From an optimization exercise on the open Yosys and OpenROAD flow, aimed at small area, a short achievable clock period and few clock cycles per item; shortcuts taken in it are not production practice. Function was checked by simulation only, so behaviour that the tests miss may differ from the original. Power and IR drop assume default switching activity.

== run 1 ==
## ble_ad_structure_parser
module ble_ad_structure_parser (
   input  logic             clock,
   input  logic             reset,
   input  logic             req_valid,
   output logic             req_stall,
   input  logic [16:0]      req_data,    
   output logic             rsp_valid,
   input  logic             rsp_stall,
   output logic [78:0]      rsp_data,    
   input  logic             csr_valid,
   output logic             csr_ready,
   input  logic [7:0]       csr_data
);
Size in the first run: about 11000 µm² of cells after synthesis.
clock: 5.5 ns
lec_check: 0
cap_margin: 20
core_margin: 2
core_utilization: 40
cts_buf_list: sky130_fd_sc_hd__clkbuf_16
cts_cluster_diameter: 100
cts_cluster_size: 25
gpl_timing_driven: 0
setup_slack_margin: 2.8
slew_margin: 20
synth_hierarchical: 1
synth_minimum_keep_size: 0
standard.sh (not shown) runs the stock make flow with config.mk's settings and CLKGATE_MAP_FILE= SYNTH_SCRIPT=/design/flow/synth_recipe.tcl, a recipe that flattens the netlist after the stock synthesis.
==> flow/flow/run.sh <==
#!/bin/bash
# Standard layout, with the port buffers inserted before placement made of
# sky130_fd_sc_hd__buf_2 cells instead of the buffer buffer_ports picks by
# default, and without the adder-extraction step in synthesis (ABC maps the
# arithmetic as plain gates).
set -euo pipefail
export BUFFER_PORTS_ARGS="-buffer_cell sky130_fd_sc_hd__buf_2"
export ADDER_MAP_FILE=
bash standard.sh > standard_flow.log 2>&1
Testbench counts of run 1, summed over its fixed seeds: cycles 94,479, bytes 91,371.
The inputs of run 2 differ from those of run 1 as listed below.
# run 1
export LEC_CHECK = 0
export CAP_MARGIN = 20
export CORE_MARGIN = 2
export CORE_UTILIZATION = 40
export CTS_BUF_LIST = sky130_fd_sc_hd__clkbuf_16
export CTS_CLUSTER_DIAMETER = 100
export CTS_CLUSTER_SIZE = 25
export GPL_TIMING_DRIVEN = 0
export SETUP_SLACK_MARGIN = 2.8
export SLEW_MARGIN = 20
export SYNTH_HIERARCHICAL = 1
export SYNTH_MINIMUM_KEEP_SIZE = 0
create_clock -name core_clock -period 5.5 [get_ports {clock}]
# run 2
export LEC_CHECK = 0
export CAP_MARGIN = 20
export CORE_MARGIN = 2
export CORE_UTILIZATION = 60
export CTS_BUF_LIST = sky130_fd_sc_hd__clkbuf_16
export CTS_CLUSTER_DIAMETER = 100
export CTS_CLUSTER_SIZE = 25
export SETUP_SLACK_MARGIN = 2.8
export SLEW_MARGIN = 20
export SYNTH_HIERARCHICAL = 1
export SYNTH_MINIMUM_KEEP_SIZE = 0
create_clock -name core_clock -period 5.5 [get_ports {clock}]
Findings:
Against run 1, run 2 comes in 3.9% lower on reported net switching power. Of run 2 and run 1, it is run 2 that has the lower routed via count. Comparing run 1 against run 2, there is no change at all in sequential cell count. Comparing first-pass GRT wire length for run 1 and run 2, the smaller number came from run 2. Taking run 1 as the reference, in run 2 highest clock frequency the design can meet shows a reduction of about 0.35%; wire length reported by the detailed router shows a reduction of 10%. Between run 1 and run 2, largest incremental delay on the critical path decreased.
[inputs] run 3 vs run 2
# run 2
export LEC_CHECK = 0
export CAP_MARGIN = 20
export CORE_MARGIN = 2
export CORE_UTILIZATION = 60
export CTS_BUF_LIST = sky130_fd_sc_hd__clkbuf_16
export CTS_CLUSTER_DIAMETER = 100
export CTS_CLUSTER_SIZE = 25
export SETUP_SLACK_MARGIN = 2.8
export SLEW_MARGIN = 20
export SYNTH_HIERARCHICAL = 1
export SYNTH_MINIMUM_KEEP_SIZE = 0
create_clock -name core_clock -period 5.5 [get_ports {clock}]
# run 3
export LEC_CHECK = 0
export CAP_MARGIN = 20
export CORE_MARGIN = 2
export CORE_UTILIZATION = 40
export CTS_BUF_LIST = sky130_fd_sc_hd__clkbuf_16
export CTS_CLUSTER_DIAMETER = 100
export CTS_CLUSTER_SIZE = 25
export PLACE_DENSITY = 0.75
export SETUP_SLACK_MARGIN = 2.8
export SLEW_MARGIN = 20
export SYNTH_HIERARCHICAL = 1
export SYNTH_MINIMUM_KEEP_SIZE = 0
create_clock -name core_clock -period 5.5 [get_ports {clock}]
==> comparison <==
Taking run 2 as the reference point, the non-filler instance count after layout of run 3 rises by about 8%. Of run 3 and run 2, the lower arrival time reported for the critical path endpoint belongs to run 2. When run 3 is measured against run 2, its post-CTS setup repair buffer count turns out 1 higher. Of the two values seen for classification of the worst setup path, input port to output pin was produced by run 2 and flop to output pin by run 3. Summary of run 3 over run 2: core utilization down 22 points, area enclosed by the die boundary up 9400 µm², row count moved up.
The inputs of run 4 differ from those of run 3 as listed below.
# run 3
export LEC_CHECK = 0
export CAP_MARGIN = 20
export CORE_MARGIN = 2
export CORE_UTILIZATION = 40
export CTS_BUF_LIST = sky130_fd_sc_hd__clkbuf_16
export CTS_CLUSTER_DIAMETER = 100
export CTS_CLUSTER_SIZE = 25
export PLACE_DENSITY = 0.75
export SETUP_SLACK_MARGIN = 2.8
export SLEW_MARGIN = 20
export SYNTH_HIERARCHICAL = 1
export SYNTH_MINIMUM_KEEP_SIZE = 0
create_clock -name core_clock -period 5.5 [get_ports {clock}]
# run 4
export LEC_CHECK = 0
export ABC_AREA = 1
export CAP_MARGIN = 20
export CORE_MARGIN = 2
export CORE_UTILIZATION = 40
export CTS_BUF_LIST = sky130_fd_sc_hd__clkbuf_16
export CTS_CLUSTER_DIAMETER = 100
export CTS_CLUSTER_SIZE = 25
export SETUP_SLACK_MARGIN = 3.4
export SLEW_MARGIN = 20
export SYNTH_HIERARCHICAL = 1
export SYNTH_MINIMUM_KEEP_SIZE = 0
create_clock -name core_clock -period 5.5 [get_ports {clock}]
==> notes.md <==
On run 4: portion of the clock cycle consumed by the worst path in the final layout is 2.6 points lower than what run 3 gave. Going from run 3 to run 4, layout overhead on the synthesized area grew by 18 points; tightest hold margin shrank by 30 ps; finished layout cell area grew by 13%. The total power of run 4 was inferior to that of run 3. Diff run 3..run 4 | overall overflow remaining after global route | unchanged. Going from run 3 to run 4, number of cells produced by synthesis moved up, via count moved up. Compared with run 3, placement density in the core of run 4 is higher. Compared with run 3, run 4 shows a height of the die that is 1.6 µm lower.
Input-level comparison between run 5 and run 4:
# run 4
export LEC_CHECK = 0
export ABC_AREA = 1
export CAP_MARGIN = 20
export CORE_MARGIN = 2
export CORE_UTILIZATION = 40
export CTS_BUF_LIST = sky130_fd_sc_hd__clkbuf_16
export CTS_CLUSTER_DIAMETER = 100
export CTS_CLUSTER_SIZE = 25
export SETUP_SLACK_MARGIN = 3.4
export SLEW_MARGIN = 20
export SYNTH_HIERARCHICAL = 1
export SYNTH_MINIMUM_KEEP_SIZE = 0
create_clock -name core_clock -period 5.5 [get_ports {clock}]
# run 5
export LEC_CHECK = 0
export CAP_MARGIN = 20
export CORE_MARGIN = 2
export CORE_UTILIZATION = 40
export CTS_BUF_LIST = sky130_fd_sc_hd__clkbuf_16
export CTS_CLUSTER_DIAMETER = 100
export CTS_CLUSTER_SIZE = 25
export SETUP_SLACK_MARGIN = 2.9
export SLEW_MARGIN = 20
export SYNTH_HIERARCHICAL = 1
export SYNTH_MINIMUM_KEEP_SIZE = 0
create_clock -name core_clock -period 5.5 [get_ports {clock}]
==> comparison <==
Multi-input logic cell count, run 5 and run 4: higher on run 4
Going from run 4 to run 5, final layout net count shrank by more than 10%.
Delta (run 5 minus run 4): final standard cell utilization of the core decreased by 6.0 points relative to the old numbers, remaining number of nets flagged by the antenna check after routing closely matched the old numbers.


ble_ad_structure_parser, a different RTL version from the one above (not shown whole).
For scale: roughly 210 flip-flops, ~110 I/O pins.
==> flow/design.v (excerpt) <==
module ble_ad_structure_parser (
   input  logic             clock,
   input  logic             reset,
   input  logic             req_valid,
   output logic             req_stall,
   input  logic [16:0]      req_data,    
   output logic             rsp_valid,
   input  logic             rsp_stall,
   output logic [78:0]      rsp_data,    
   input  logic             csr_valid,
   output logic             csr_ready,
   input  logic [7:0]       csr_data
);
clock: 5.5 ns
lec_check: 0
cap_margin: 20
core_margin: 2
core_utilization: 40
cts_buf_list: sky130_fd_sc_hd__clkbuf_4 sky130_fd_sc_hd__clkbuf_8
setup_slack_margin: 2.8
slew_margin: 20
==> flow/flow/run.sh <==
#!/bin/bash
# Standard layout, with the port buffers inserted before placement made of
# sky130_fd_sc_hd__buf_2 cells instead of the buffer buffer_ports picks by default.
set -euo pipefail
export BUFFER_PORTS_ARGS="-buffer_cell sky130_fd_sc_hd__buf_2"
bash standard.sh > standard_flow.log 2>&1
The starting point passed the timing, DRC and antenna checks.
Testbench counts at the start, summed over its fixed seeds: cycles 94,479, bytes 91,371.
Change:
Settings changed: SYNTH_HIERARCHICAL from default to 1, SYNTH_MINIMUM_KEEP_SIZE from default to 0.
Clock-buffer cell count falls by 3; global-route usage came out higher by 0.49 points; flip-flop and latch count is unchanged; worst setup slack improved by 0.20 ns.


Another version of the RTL of ble_ad_structure_parser (not shown whole).
For scale: roughly 1000 cells after synthesis, roughly 210 flip-flops.
Settings: LEC_CHECK=0, CAP_MARGIN=20, CORE_MARGIN=2, CORE_UTILIZATION=40, CTS_BUF_LIST=sky130_fd_sc_hd__clkbuf_16, CTS_CLUSTER_DIAMETER=100, CTS_CLUSTER_SIZE=25, SETUP_SLACK_MARGIN=2.8, SLEW_MARGIN=20, SYNTH_HIERARCHICAL=1, SYNTH_MINIMUM_KEEP_SIZE=0, TNS_END_PERCENT=20; clock period 5.5 ns.
==> flow/flow/run.sh <==
#!/bin/bash
# Standard layout, with the port buffers inserted before placement made of
# sky130_fd_sc_hd__buf_2 cells instead of the buffer buffer_ports picks by
# default, and without the adder-extraction step in synthesis (ABC maps the
# arithmetic as plain gates).
set -euo pipefail
export BUFFER_PORTS_ARGS="-buffer_cell sky130_fd_sc_hd__buf_2"
export ADDER_MAP_FILE=
bash standard.sh > standard_flow.log 2>&1
The starting point ran to the end with no violations.
Testbench counts at the start, summed over its fixed seeds: cycles 94,479, bytes 91,371.
==> next run, changes <==
CTS_BUF_LIST = sky130_fd_sc_hd__clkbuf_8 sky130_fd_sc_hd__clkbuf_16   (was sky130_fd_sc_hd__clkbuf_16)
CTS_CLUSTER_DIAMETER = 80   (was 100)
CTS_CLUSTER_SIZE = 20   (was 25)
TNS_END_PERCENT = not set   (was 20)
The new run completed without violations.
Final cell count stays flat.
Routed wire length hardly moves.
Design area came out higher by about 1%.
Area after synthesis does not change.
Sequential cell count is unchanged.
Sequential share of layout area came out lower by 0.49 points.
Synthesized cell count is unchanged.
Sequential power hardly moves.


the baseline:
ble_ad_structure_parser, a different RTL version from the one above (not shown whole).
For scale: ~1300 cells after synthesis, about 110 I/O pins, ~11000 µm² of cells after synthesis.
Settings: LEC_CHECK=0, ABC_AREA=1, CAP_MARGIN=20, CORE_MARGIN=2, CORE_UTILIZATION=40, CTS_BUF_LIST=sky130_fd_sc_hd__clkbuf_16, CTS_CLUSTER_DIAMETER=100, CTS_CLUSTER_SIZE=25, SETUP_SLACK_MARGIN=2.95, SLEW_MARGIN=20, SYNTH_HIERARCHICAL=1, SYNTH_MINIMUM_KEEP_SIZE=0; clock period 5.5 ns.
Scripts as last shown in full above: flow/flow/run.sh
The baseline was carried through to the last stage, and its layout satisfied the timing, DRC and antenna checks.
Testbench counts of the baseline, summed over its fixed seeds: cycles 94,479, bytes 91,371.
The following lists how the candidate was set up differently from the baseline:
- SETUP_SLACK_MARGIN now 3.1, was 2.95
[summary]
- Looking at vias after detailed routing, the candidate sits 169 higher than the baseline does.
- Worst setup slack is higher on the candidate
- Worst-path maximum fanout (higher): the candidate
- Summary of the candidate over the baseline: total detailed-routing wirelength moved up, post-route core utilization up 1.8 points, wire length per cell up 0.63%.
- The hold slack reported for the candidate is smaller than that of the baseline by 4.4 ps.


== garnet ==
Another version of the RTL of ble_ad_structure_parser (not shown whole).
For scale: ~1000 cells after synthesis, ~110 I/O pins, about 11000 um^2 of cells after synthesis.
Settings: LEC_CHECK=0, CAP_MARGIN=20, CORE_MARGIN=2, CORE_UTILIZATION=40, SETUP_SLACK_MARGIN=2.5, SLEW_MARGIN=20; clock period 5.5 ns.
==> flow/flow/run.sh <==
#!/bin/bash
# Standard layout, with the port buffers inserted before placement made of
# sky130_fd_sc_hd__buf_1 cells instead of the buffer buffer_ports picks by default.
set -euo pipefail
export BUFFER_PORTS_ARGS="-buffer_cell sky130_fd_sc_hd__buf_1"
bash standard.sh > standard_flow.log 2>&1
Testbench counts of garnet, summed over its fixed seeds: cycles 96,595, bytes 91,371.
Input-level comparison between harbor and garnet:
Settings: setting ABC_AREA to 1 for the first time.
==> flow/run.sh (new file) <==
#!/bin/bash
# synth_recipe.tcl (not shown) runs the flow's synth.tcl, then flattens the netlist and writes it again
# the make line also repeats each setting of config.mk as NAME=value (left out here)
make -C /OpenROAD-flow-scripts/flow DESIGN_CONFIG=/design/flow/config.mk WORK_HOME=/design/flow/orfs CLKGATE_MAP_FILE= SYNTH_SCRIPT=/design/flow/synth_recipe.tcl finish
removed: flow/flow/run.sh
removed: flow/standard.sh
Findings:
The final cell count reported for harbor is greater than that of garnet by about 20%.
The run showing the smaller final area is garnet.
Met1 wire length: harbor vs garnet down 5.4%
harbor against garnet: number of cells traversed by the worst register-to-register path up 5, final-layout worst hold slack down 20 ps, clock power down about 20%, final worst slack up 62 ps, area share of xor/xnor cells in the synthesized design down 0.61 points.
| maximum frequency | higher: harbor |
garnet vs harbor, commonest non-fill, non-tap cell in the layout: sky130_fd_sc_hd__edfxtp_1 vs sky130_fd_sc_hd__nand2_1
--- input diff harbor..ember ---
Settings: a change of SETUP_SLACK_MARGIN from 2.5 to 3.0; a deleted ABC_AREA that had been 1.
==> flow/flow/run.sh (new file) <==
#!/bin/bash
# Standard layout, with the port buffers inserted before placement made of
# sky130_fd_sc_hd__buf_2 cells instead of the buffer buffer_ports picks by default.
set -euo pipefail
export BUFFER_PORTS_ARGS="-buffer_cell sky130_fd_sc_hd__buf_2"
bash standard.sh > standard_flow.log 2>&1
==> flow/standard.sh (new file) <==
#!/bin/bash
# synth_recipe.tcl (not shown) runs the flow's synth.tcl, then flattens the netlist and writes it again
# the make line also repeats each setting of config.mk as NAME=value (left out here)
make -C /OpenROAD-flow-scripts/flow DESIGN_CONFIG=/design/flow/config.mk WORK_HOME=/design/flow/orfs CLKGATE_MAP_FILE= SYNTH_SCRIPT=/design/flow/synth_recipe.tcl "${@:-finish}"
removed: flow/run.sh
Notes after the runs:
Changes observed in ember relative to harbor: sequential cell count now sits at about the same level, post-synth design cell area now sits lower, die area now sits lower, first-pass GRT wire length now sits lower.
Edits applied to the flow inputs when going from ember to quartz:
Settings: an added CTS_BUF_LIST of sky130_fd_sc_hd__clkbuf_4 sky130_fd_sc_hd__clkbuf_8; a change of SETUP_SLACK_MARGIN from 3.0 to 2.8.
==> comparison <==
Compared with ember, quartz ends up with a smaller final cell area.
Looking at clock insertion delay at the later pin of the skew report across ember and quartz, the one that comes out lower is ember.
Critical path depth sits higher in quartz than in ember.
quartz vs. ember: fraction of layout cells with a size suffix above 1 went down by 5.0 points.
Setup slack: quartz less than ember
Against ember as the reference, quartz delivers a higher total half-perimeter wirelength after legalization and detailed placement.
After detailed routing, ember needs more wire than quartz.


## raven
ble_ad_structure_parser with an RTL version that a note above also has.
For scale: roughly 210 flip-flops, ~110 I/O pins, roughly 0.011 mm^2 of cells after synthesis.
Settings: LEC_CHECK=0, CAP_MARGIN=20, CORE_MARGIN=2, CORE_UTILIZATION=40, CTS_BUF_LIST=sky130_fd_sc_hd__clkbuf_16, CTS_CLUSTER_DIAMETER=100, CTS_CLUSTER_SIZE=25, SETUP_SLACK_MARGIN=3.0, SLEW_MARGIN=20, SYNTH_HIERARCHICAL=1, SYNTH_MINIMUM_KEEP_SIZE=0; clock period 5.5 ns.
==> flow/flow/run.sh <==
#!/bin/bash
# Standard layout, with the port buffers inserted before placement made of
# sky130_fd_sc_hd__buf_2 cells instead of the buffer buffer_ports picks by
# default, and without the adder-extraction step in synthesis (ABC maps the
# arithmetic as plain gates).
set -euo pipefail
export BUFFER_PORTS_ARGS="-buffer_cell sky130_fd_sc_hd__buf_2"
export ADDER_MAP_FILE=
bash standard.sh > standard_flow.log 2>&1
In summary, raven completed successfully, with a layout that passed the timing, DRC and antenna checks.
Testbench counts of raven, summed over its fixed seeds: cycles 94,479, bytes 91,371.
Input-level comparison between pepper and raven:
- CTS_CLUSTER_SIZE no longer set, was 25
- SETUP_SLACK_MARGIN now 2.8, was 3.0
- CTS_BUF_LIST now sky130_fd_sc_hd__clkbuf_4 sky130_fd_sc_hd__clkbuf_8, was sky130_fd_sc_hd__clkbuf_16
- CTS_CLUSTER_DIAMETER no longer set, was 100
--- outcome ---
- On net switching component of the power, pepper does worse than raven.
- After detailed routing, raven needs more wire than pepper.
- Diff pepper..raven | count of hold buffers inserted by post-cts repair | unchanged
Modified inputs, indigo compared to pepper
==> flow/flow/run.sh <==
#!/bin/bash
# Standard layout, with the port buffers inserted before placement made of
# sky130_fd_sc_hd__buf_2 cells instead of the buffer buffer_ports picks by default.
set -euo pipefail
export BUFFER_PORTS_ARGS="-buffer_cell sky130_fd_sc_hd__buf_2"
bash standard.sh > standard_flow.log 2>&1
--- outcome ---
- Between indigo and pepper, the clock network contribution to total cell area figures differ only marginally.
- Via count of the first global-routing pass of indigo exceeds that of pepper by a few percent.
- indigo: non-clock buffer count about 11% above pepper
- indigo vs. pepper: async set-reset flop share out of synthesis has remained practically unchanged, achievable clock frequency went down, synthesized cell count lost 48.
- The worst voltage drop across the vdd grid of indigo exceeds that of pepper by about 5.5%.
- Going from pepper to indigo, die extent in x grew slightly.
- Of indigo and pepper, indigo shows the higher post-synthesis instance area, with pepper below it.
- From indigo to pepper, quantity of I/O buffers inserted on ports did not move at all.
[inputs] zinc vs indigo
- setting CTS_CLUSTER_SIZE to 25 for the first time
- changing CTS_BUF_LIST from sky130_fd_sc_hd__clkbuf_4 sky130_fd_sc_hd__clkbuf_8 to sky130_fd_sc_hd__clkbuf_16
- setting CTS_CLUSTER_DIAMETER to 100 for the first time
==> flow/flow/run.sh <==
#!/bin/bash
# Standard layout, with the port buffers inserted before placement made of
# sky130_fd_sc_hd__buf_2 cells instead of the buffer buffer_ports picks by
# default, and without the adder-extraction step in synthesis (ABC maps the
# arithmetic as plain gates).
set -euo pipefail
export BUFFER_PORTS_ARGS="-buffer_cell sky130_fd_sc_hd__buf_2"
export ADDER_MAP_FILE=
bash standard.sh > standard_flow.log 2>&1
--- outcome ---
zinc completed every stage of the flow, and the final layout passed the timing, DRC and antenna checks. Summary — power density normalized to cell area, zinc relative to indigo: lower, by 5.1%. Re synthesized area: zinc is about 1.4% down on indigo. Routed wire length of indigo is on par with zinc. zinc vs indigo — number of non-clock inverters in the layout dropped 42. zinc: total power consumption of the routed design lower than indigo. Diff indigo -> zinc | full die area | down slightly. In the flow results for indigo and zinc, the relative contribution of sequential cells to total power is smaller on indigo. Of indigo and zinc, the run reporting the lower insertion delay of the later-clocked pin in the worst-skew pair was zinc.

## what the ideal ports hide
Ports are ideal in the flow. The routed layouts listed here were re-timed in OpenROAD.
Step 1 sets driving cells, clkbuf_16 on the clock port and buf_2 on the other inputs (assumed; they add their load-dependent delay and slew).
Step 2, shift: input delay + t, output delay - t, t = (earliest + latest rising clock arrival at the registers) / 2. This alone moves slack from input paths to output paths.
a / b / c = ideal ports / drivers / drivers and shift; a / b = the first two.
| run | shift t [ns] | setup slack, ns | latest minus earliest clock arrival (ns) | worst slew at a driven data input, ns |
|---|---|---|---|---|
| run 1 | 0.504 | 2.824 / 2.780 / 2.346 | 0.026 / 0.025 | 0.05 |
| run 2 | 0.512 | 2.815 / 2.791 / 2.340 | 0.015 / 0.015 | 0.03 |
| run 3 | 0.508 | 2.786 / 2.741 / 2.383 | 0.022 / 0.022 | 0.04 |
| run 4 | 0.516 | 2.927 / 2.879 / 2.629 | 0.022 / 0.021 | 0.06 |
| run 5 | 0.510 | 2.807 / 2.787 / 2.431 | 0.020 / 0.019 | 0.03 |
| the first run of note 2 | 0.564 | 2.538 / 2.480 / 2.130 | 0.019 / 0.019 | 0.07 |
| the second run of note 2 | 0.566 | 2.734 / 2.694 / 2.313 | 0.022 / 0.022 | 0.06 |
| the first run of note 3 | 0.514 | 2.702 / 2.657 / 2.349 | 0.022 / 0.021 | 0.03 |
| the second run of note 3 | 0.524 | 2.729 / 2.686 / 2.412 | 0.027 / 0.028 | 0.04 |
| the baseline | 0.476 | 2.871 / 2.825 / 2.534 | 0.013 / 0.013 | 0.06 |
| the candidate | 0.475 | 2.971 / 2.917 / 2.577 | 0.013 / 0.014 | 0.07 |
| garnet | 0.552 | 2.492 / 2.451 / 2.228 | 0.011 / 0.011 | 0.04 |
| harbor | 0.544 | 2.554 / 2.510 / 2.173 | 0.005 / 0.005 | 0.04 |
| ember | 0.548 | 2.787 / 2.740 / 2.551 | 0.019 / 0.019 | 0.03 |
| quartz | 0.563 | 2.653 / 2.609 / 2.470 | 0.018 / 0.018 | 0.04 |
| raven | 0.518 | 2.696 / 2.655 / 2.532 | 0.046 / 0.046 | 0.06 |
| pepper | 0.549 | 2.755 / 2.714 / 2.422 | 0.018 / 0.018 | 0.04 |
| indigo | 0.562 | 2.699 / 2.660 / 2.168 | 0.017 / 0.017 | 0.05 |
| zinc | 0.518 | 2.770 / 2.728 / 2.431 | 0.032 / 0.032 | 0.04 |
After both steps setup and hold are still met in every run listed. The setup slack of indigo, which loses most, moves by -0.039 ns with the drivers and by -0.531 ns with both steps.
